Source: an optimization exercise on an open RTL-to-GDS flow (aim: small area). Production flows keep margins and buffers that such runs may drop.
Only simulation tests tie the RTL to the original design; equivalence was not proved.
Power is estimated from default activity; no workload was simulated.

## flow/run.sh

```bash
#!/bin/bash
# synth_recipe.tcl (not shown) runs the flow's synth.tcl, then flattens the netlist and writes it again
# the make line also repeats each setting of config.mk as NAME=value (left out here)
make -C /OpenROAD-flow-scripts/flow DESIGN_CONFIG=/design/flow/config.mk WORK_HOME=/design/flow/orfs CLKGATE_MAP_FILE= SYNTH_SCRIPT=/design/flow/synth_recipe.tcl finish
```

## flow/config.mk

```make
export PLATFORM = sky130hd
export DESIGN_NAME = array_feeder
export DESIGN_NICKNAME = array_feeder
export VERILOG_FILES = /design/flow/design.v
export SDC_FILE = /design/flow/constraint.sdc
export NUM_CORES = 4
export LEC_CHECK = 0
export CAP_MARGIN = 20
export CORE_MARGIN = 2
export CORE_UTILIZATION = 40
export SLEW_MARGIN = 20
```

## flow/constraint.sdc

```tcl
create_clock -name core_clock -period 4.0 [get_ports {clk}]
set_input_delay 0.8000 -clock core_clock [delete_from_list [all_inputs] [get_ports {clk}]]
set_output_delay 0.8000 -clock core_clock [all_outputs]
set_load 0.01 [all_outputs]
```

## flow/design.v

```verilog
module array_feeder #(
    parameter int HEIGHT = 12,
    parameter int WIDTH  = 14,
    parameter int IWIDTH = 8,
    parameter int KW     = 8
) (
    input  logic                     clk,
    input  logic                     rst,
    input  logic                     start,
    input  logic [KW-1:0]            k_len,
    output logic                     busy,
    output logic                     done,
    input  logic                     in_valid,
    output logic                     in_ready,
    input  logic [HEIGHT*IWIDTH-1:0] in_ifm,
    input  logic [WIDTH*IWIDTH-1:0]  in_wght,
    output logic [HEIGHT-1:0]        en_i,
    output logic [HEIGHT-1:0]        clr_i,
    output logic [WIDTH-1:0]         en_w,
    output logic [WIDTH-1:0]         clr_w,
    output logic [WIDTH-1:0]         en_o,
    output logic [WIDTH-1:0]         clr_o,
    output logic [HEIGHT*IWIDTH-1:0] ifm,
    output logic [WIDTH*IWIDTH-1:0]  wght
);
    localparam int FLUSH_LEN  = HEIGHT + WIDTH - 2;
    localparam int DRAIN_LAST = HEIGHT + WIDTH - 2;
    localparam int CW         = $clog2(HEIGHT + WIDTH) + 1;
    typedef enum logic [2:0] {
        S_IDLE,
        S_CLEAR,
        S_STREAM,
        S_FLUSH,
        S_DRAIN,
        S_DONE
    } state_t;
    typedef struct packed {
        logic              en;
        logic              clr;
        logic [IWIDTH-1:0] data;
    } row_lane_t;
    typedef struct packed {
        logic              en;
        logic              clr;
        logic              en_o;
        logic              clr_o;
        logic [IWIDTH-1:0] data;
    } col_lane_t;
    state_t        state_q, state_d;
    logic [KW-1:0] beats_q, beats_d;
    logic [CW-1:0] cnt_q, cnt_d;
    logic          zdone_q, zdone_d;
    logic                     b_en;
    logic                     b_clr;
    logic                     b_en_o;
    logic                     b_clr_o;
    logic [HEIGHT*IWIDTH-1:0] b_ifm;
    logic [WIDTH*IWIDTH-1:0]  b_wght;
    always_ff @(posedge clk or posedge rst) begin
        if (rst) begin
            state_q <= S_IDLE;
            beats_q <= '0;
            cnt_q   <= '0;
            zdone_q <= 1'b0;
        end else begin
            state_q <= state_d;
            beats_q <= beats_d;
            cnt_q   <= cnt_d;
            zdone_q <= zdone_d;
        end
    end
    always_comb begin
        state_d  = state_q;
        beats_d  = beats_q;
        cnt_d    = cnt_q;
        zdone_d  = 1'b0;
        b_en     = 1'b0;
        b_clr    = 1'b0;
        b_en_o   = 1'b0;
        b_clr_o  = 1'b0;
        b_ifm    = '0;
        b_wght   = '0;
        in_ready = 1'b0;
        busy     = (state_q != S_IDLE);
        done     = (state_q == S_DONE) || zdone_q;
        case (state_q)
            S_IDLE: begin
                if (start) begin
                    if (k_len != '0) begin
                        state_d = S_CLEAR;
                        beats_d = k_len;
                    end else begin
                        zdone_d = 1'b1;
                    end
                end
            end
            S_CLEAR: begin
                b_clr   = 1'b1;
                b_clr_o = 1'b1;
                state_d = S_STREAM;
            end
            S_STREAM: begin
                in_ready = (beats_q != '0);
                if (in_valid && in_ready) begin
                    b_en    = 1'b1;
                    b_ifm   = in_ifm;
                    b_wght  = in_wght;
                    beats_d = beats_q - KW'(1);
                    if (beats_q == KW'(1)) begin
                        state_d = S_FLUSH;
                        cnt_d   = '0;
                    end
                end
            end
            S_FLUSH: begin
                if (cnt_q == CW'(FLUSH_LEN - 1)) begin
                    state_d = S_DRAIN;
                    cnt_d   = '0;
                end else begin
                    cnt_d = cnt_q + CW'(1);
                end
            end
            S_DRAIN: begin
                b_en_o = (cnt_q < CW'(HEIGHT));
                if (cnt_q == CW'(DRAIN_LAST)) begin
                    state_d = S_DONE;
                    cnt_d   = '0;
                end else begin
                    cnt_d = cnt_q + CW'(1);
                end
            end
            S_DONE: begin
                state_d = S_IDLE;
            end
            default: begin
                state_d = S_IDLE;
            end
        endcase
    end
    localparam int RL = 2 + IWIDTH;   
    localparam int CL = 4 + IWIDTH;   
    for (genvar h = 0; h < HEIGHT; h++) begin : g_row
        logic [RL*(h+1)-1:0] sr_q;
        logic [RL*(h+1)-1:0] sr_d;
        row_lane_t           head;
        row_lane_t           tail;
        always_comb begin
            head.en   = b_en;
            head.clr  = b_clr;
            head.data = b_ifm[h*IWIDTH +: IWIDTH];
        end
        if (h == 0) begin : g_first
            assign sr_d = head;
        end else begin : g_rest
            assign sr_d = {sr_q[RL*h-1:0], head};
        end
        always_ff @(posedge clk or posedge rst) begin
            if (rst) begin
                sr_q <= '0;
            end else begin
                sr_q <= sr_d;
            end
        end
        assign tail                     = sr_q[RL*h +: RL];
        assign en_i[h]                  = tail.en;
        assign clr_i[h]                 = tail.clr;
        assign ifm[h*IWIDTH +: IWIDTH]  = tail.data;
    end
    for (genvar w = 0; w < WIDTH; w++) begin : g_col
        logic [CL*(w+1)-1:0] sr_q;
        logic [CL*(w+1)-1:0] sr_d;
        col_lane_t           head;
        col_lane_t           tail;
        always_comb begin
            head.en    = b_en;
            head.clr   = b_clr;
            head.en_o  = b_en_o;
            head.clr_o = b_clr_o;
            head.data  = b_wght[w*IWIDTH +: IWIDTH];
        end
        if (w == 0) begin : g_first
            assign sr_d = head;
        end else begin : g_rest
            assign sr_d = {sr_q[CL*w-1:0], head};
        end
        always_ff @(posedge clk or posedge rst) begin
            if (rst) begin
                sr_q <= '0;
            end else begin
                sr_q <= sr_d;
            end
        end
        assign tail                     = sr_q[CL*w +: CL];
        assign en_w[w]                  = tail.en;
        assign clr_w[w]                 = tail.clr;
        assign en_o[w]                  = tail.en_o;
        assign clr_o[w]                 = tail.clr_o;
        assign wght[w*IWIDTH +: IWIDTH] = tail.data;
    end
endmodule
```

==> results.json <==
{
  "status": "no timing/DRC/antenna violations",
  "worst_path_largest_cell_delay_ns": 0.50,
  "final.period_utilization": 0.896,
  "cts_root_buffer": "sky130_fd_sc_hd__clkbuf_16",
  "via_per_inst": 4.15,
  "maximum_buffer_depth_of_the_clock_tree": 3,
  "design.portCount": 511,
  "port_buffers": 510,
  "core.rowCount": 117,
  "critical_path_peak_fanout": 6,
  "top_layer": "met5",
  "finalSetupViolCount": 0,
  "via_count": 16700,
  "critPathArrivalTime_ns": 2.78,
  "placed_cell_area_mm2": 0.0477,
  "tritoncts_clock_tree": "built",
  "grt_usage": 0.136,
  "yosys_warnings": 1,
  "htree_num_levels": 4,
  "met1_wirelength_um": 26500,
  "routed_wire_length_per_instance_um": 17.1,
  "ant_nets": 0,
  "synth_seq_area_share": 0.932,
  "post_cts.resized_instances": 0,
  "die_height_um": 324,
  "maxSlewHeadroom": 0.331,
  "r2r.worst_path.cells": 6,
  "worst_ir_drop_vdd_v": 0.000374,
  "die-area_mm2": 0.105,
  "starting_density_of_the_core": 0.403,
  "fmax_mhz": 279,
  "synth.largest_area_cell": "sky130_fd_sc_hd__dfrtp_1",
  "min-delay-path-class": "register to register",
  "power_density_mw_per_mm2": 678,
  "drive_above_1_share": 0.109,
  "die_x_um": 324,
  "vias_in_the_first_global_route": 18700,
  "critical_path.slowest_cell": "sky130_fd_sc_hd__clkdlybuf4s50_1",
  "area_of_all_placed_cells_without_fillers_mm2": 0.0527,
  "grt_start_max_net_pins": 137,
  "slew_violations": 0,
  "crit_path_cell_trace": "inv_1, ha_1, or3b_1, nor3_1, nor2_1, clkdlybuf4s50_1",
  "crit_path_end_kind": "output port",
  "drt_pass1_iterations": 5,
  "register_area_mm2": 0.0381,
  "dpl.cell_count": 3769,
  "layoutNonFillerInstCount": 4035,
  "layout.nets": 2776,
  "postSynthCellCount": 1955,
  "mostFrequentLayoutCell": "sky130_fd_sc_hd__dfrtp_1",
  "worstMarginPinSlew_ns": 1.00,
  "synth.ff_latch_count": 1524,
  "synth_cell_types": 55,
  "worstSetupStartpointType": "register",
  "synthArstFlopShare": 1.00,
  "synth_fp_nets": 2179,
  "leakage_uw": 0.0257,
  "rsz0062_at_grt": "false",
  "cts_hold_buf": 0,
  "met3_layer_wire_length_in_the_routed_design_um": 5020,
  "final_cell_mix": "sky130_fd_sc_hd__dfrtp_1 (1,524), sky130_fd_sc_hd__clkdlybuf4s50_1 (510), sky130_fd_sc_hd__and2_1 (208)",
  "clock_skew_ns": 0.0222,
  "weighted_congestion_reported_at_the_end_of_routability_driven_placement": 0.851,
  "grt_first_pass_wirelength_um": 107000,
  "multiInputGateArea_mm2": 0.00203,
  "grt-ovfl-total": 0,
  "cts-buffers-inserted": 149,
  "place.detailed.hpwl_um": 44300,
  "clock_pin_slew_of_the_registers_on_the_worst_case_setup_and_hold_paths_ns": 0.06,
  "filler_cell_count": 8002,
  "grt_antenna_before_repair": 14,
  "synth_top_cells_by_area": "sky130_fd_sc_hd__dfrtp_1 (93%), sky130_fd_sc_hd__and2_1 (3.2%), sky130_fd_sc_hd__buf_4 (1.4%)",
  "detail_route.drc_violations": 0,
  "tritoncts_num_sinks": 1524,
  "flow.area_growth_from_synthesis_pct": 28.8,
  "setup_tns_ns": 0,
  "postCtsSetupRepairBufs": 0,
  "synth_top_cell_area_share": 0.932,
  "final-hold-violation-count": 0,
  "number_of_enable_type_register_cells_in_the_synthesized_netlist": 0,
  "synthesis.area_per_instance_um2": 20.9,
  "timing.setup.critical_path_class": "register to output port",
  "endpoint_required_time_on_the_critical_path_ns": 3.20,
  "route.final.wire_length_um": 69000,
  "synth_area_mm2": 0.0409,
  "worst_skew_pair.late_latency_ns": 0.73,
  "maxCapViolations": 0,
  "yosys_most_used_dff": "sky130_fd_sc_hd__dfrtp_1",
  "dr_wl_met2_um": 35200,
  "drtIter0Drc": 1059,
  "min_period_ns": 3.58,
  "timing.hold.worst_path_depth": 0,
  "core-area_mm2": 0.102,
  "total_power_uw": 35800
}
[through the flow]
step                       util  setup WS (ns)  hold WS [ns]
after floorplan               -         -17.91         0.331
after global placement    0.470          0.989         0.331
after detailed placement  0.470          0.943         0.335
after CTS                 0.519          0.358         0.337
after global routing      0.519          0.290         0.340
final                     0.519          0.418         0.334
[area by class of cell]
| class | count | area share |
|---|---|---|
| sequential | 1524 | 0.723 |
| multi-input combinational | 310 | 0.0386 |
| clock inverter | 42 | 0.0110 |
| antenna | 4 | 0.000190 |
| clock buffer | 220 | 0.0842 |
| inverter | 10 | 0.000783 |
| tap | 1368 | 0.0325 |
| timing repair buffer | 557 | 0.110 |
[report_power, final]
part           leakage (µW)  internal (µW)  total [µW]  switching [µW]
Combinational       0.00309           1440        2820            1380
Sequential           0.0201          18100       19100             908
Clock               0.00246           8350       13900            5540
[final timing paths]
kind	to	startpoint	slack, ns
min	g_col[1].sr_q[18]	g_col[1].sr_q[6]	0.33
min in group asynchronous	g_row[7].sr_q[77]	rst	1.21
max reg2reg	g_col[11].sr_q[7]	beats_q[0]	1.42
min reg2reg	g_col[1].sr_q[18]	g_col[1].sr_q[6]	0.33
max	in_ready	beats_q[0]	0.42
max in group asynchronous	g_col[9].sr_q[62]	rst	2.13
[cell families after synthesis]
| kind of cell | synth area share |
|---|---|
| DFF | 0.932 |
| and+or+nand+nor | 0.0395 |
| buffers and inverters | 0.0188 |
| AOI/OAI and AO/OA | 0.00798 |
| adders and majority gates | 0.00122 |
| muxes | 0.000550 |
| xor gates and xnor gates | 0.000214 |
[registers in the layout (all words and copies together), names as in the netlist]
name / cells
beats_q: 8
cnt_q: 6
g_col.sr_q: 859
g_row.sr_q: 647
state_q: 3
zdone_q: 1
[synthesized netlist by cell type, types with 2 or more instances]
library cell / n
sky130_fd_sc_hd__nand3_1: 5
sky130_fd_sc_hd__or3b_2: 2
sky130_fd_sc_hd__buf_6: 3
sky130_fd_sc_hd__o22ai_1: 5
sky130_fd_sc_hd__a21oi_1: 6
sky130_fd_sc_hd__dfrtp_1: 1524
sky130_fd_sc_hd__ha_1: 4
sky130_fd_sc_hd__nor2b_1: 2
sky130_fd_sc_hd__a211oi_1: 2
sky130_fd_sc_hd__clkbuf_1: 28
sky130_fd_sc_hd__nand2b_1: 2
sky130_fd_sc_hd__buf_4: 77
sky130_fd_sc_hd__o2bb2ai_1: 4
sky130_fd_sc_hd__buf_2: 3
sky130_fd_sc_hd__o21ai_0: 9
sky130_fd_sc_hd__nand2_1: 6
sky130_fd_sc_hd__nor3_1: 8
sky130_fd_sc_hd__and2_1: 208
sky130_fd_sc_hd__a22o_1: 2
sky130_fd_sc_hd__nor3b_1: 2
sky130_fd_sc_hd__or4_1: 3
sky130_fd_sc_hd__nor2_1: 6
sky130_fd_sc_hd__o211ai_1: 3
sky130_fd_sc_hd__inv_1: 10
[critical path: cells and delay by family, from the launching register on]
| kind | cells | cell delay [ns] |
|---|---|---|
| fa+ha+maj | 1 | 0.23 |
| simple gates | 3 | 0.81 |
| buf+inv | 2 | 0.62 |
| flops | 1 | 0.41 |
[layer usage]
metal / up-vias / track usage
met5: - / 0
met4: 20 / 0.0572
met3: 170 / 0.0500
met2: 519 / 0.223
met1: 8788 / 0.164
li1: 7235 / -

[separate check: timing with driven ports]
No port has a modelled driver above. Below, the same layout with a new extraction and two added sets of constraints.
Step 1 sets driving cells, clkbuf_16 on the clock port and buf_2 on the other inputs (assumed; they add their load-dependent delay and slew).
Step 2 moves the port delays by t, midway between the first and last clock arrival at a register: inputs arrive t later, outputs are due t later. That takes back most of the time a late clock gives input paths.
Three values: ideal ports, drivers, drivers and shift; two values: the first two.
t (ns): 0.775
slack for setup (ns): 0.418 / 0.357 / 0.774
cell pins on the clock port's net: 1
After both steps setup and hold are still met in this run. The setup slack of this run moves by -0.061 ns with the drivers and by +0.356 ns with both steps.
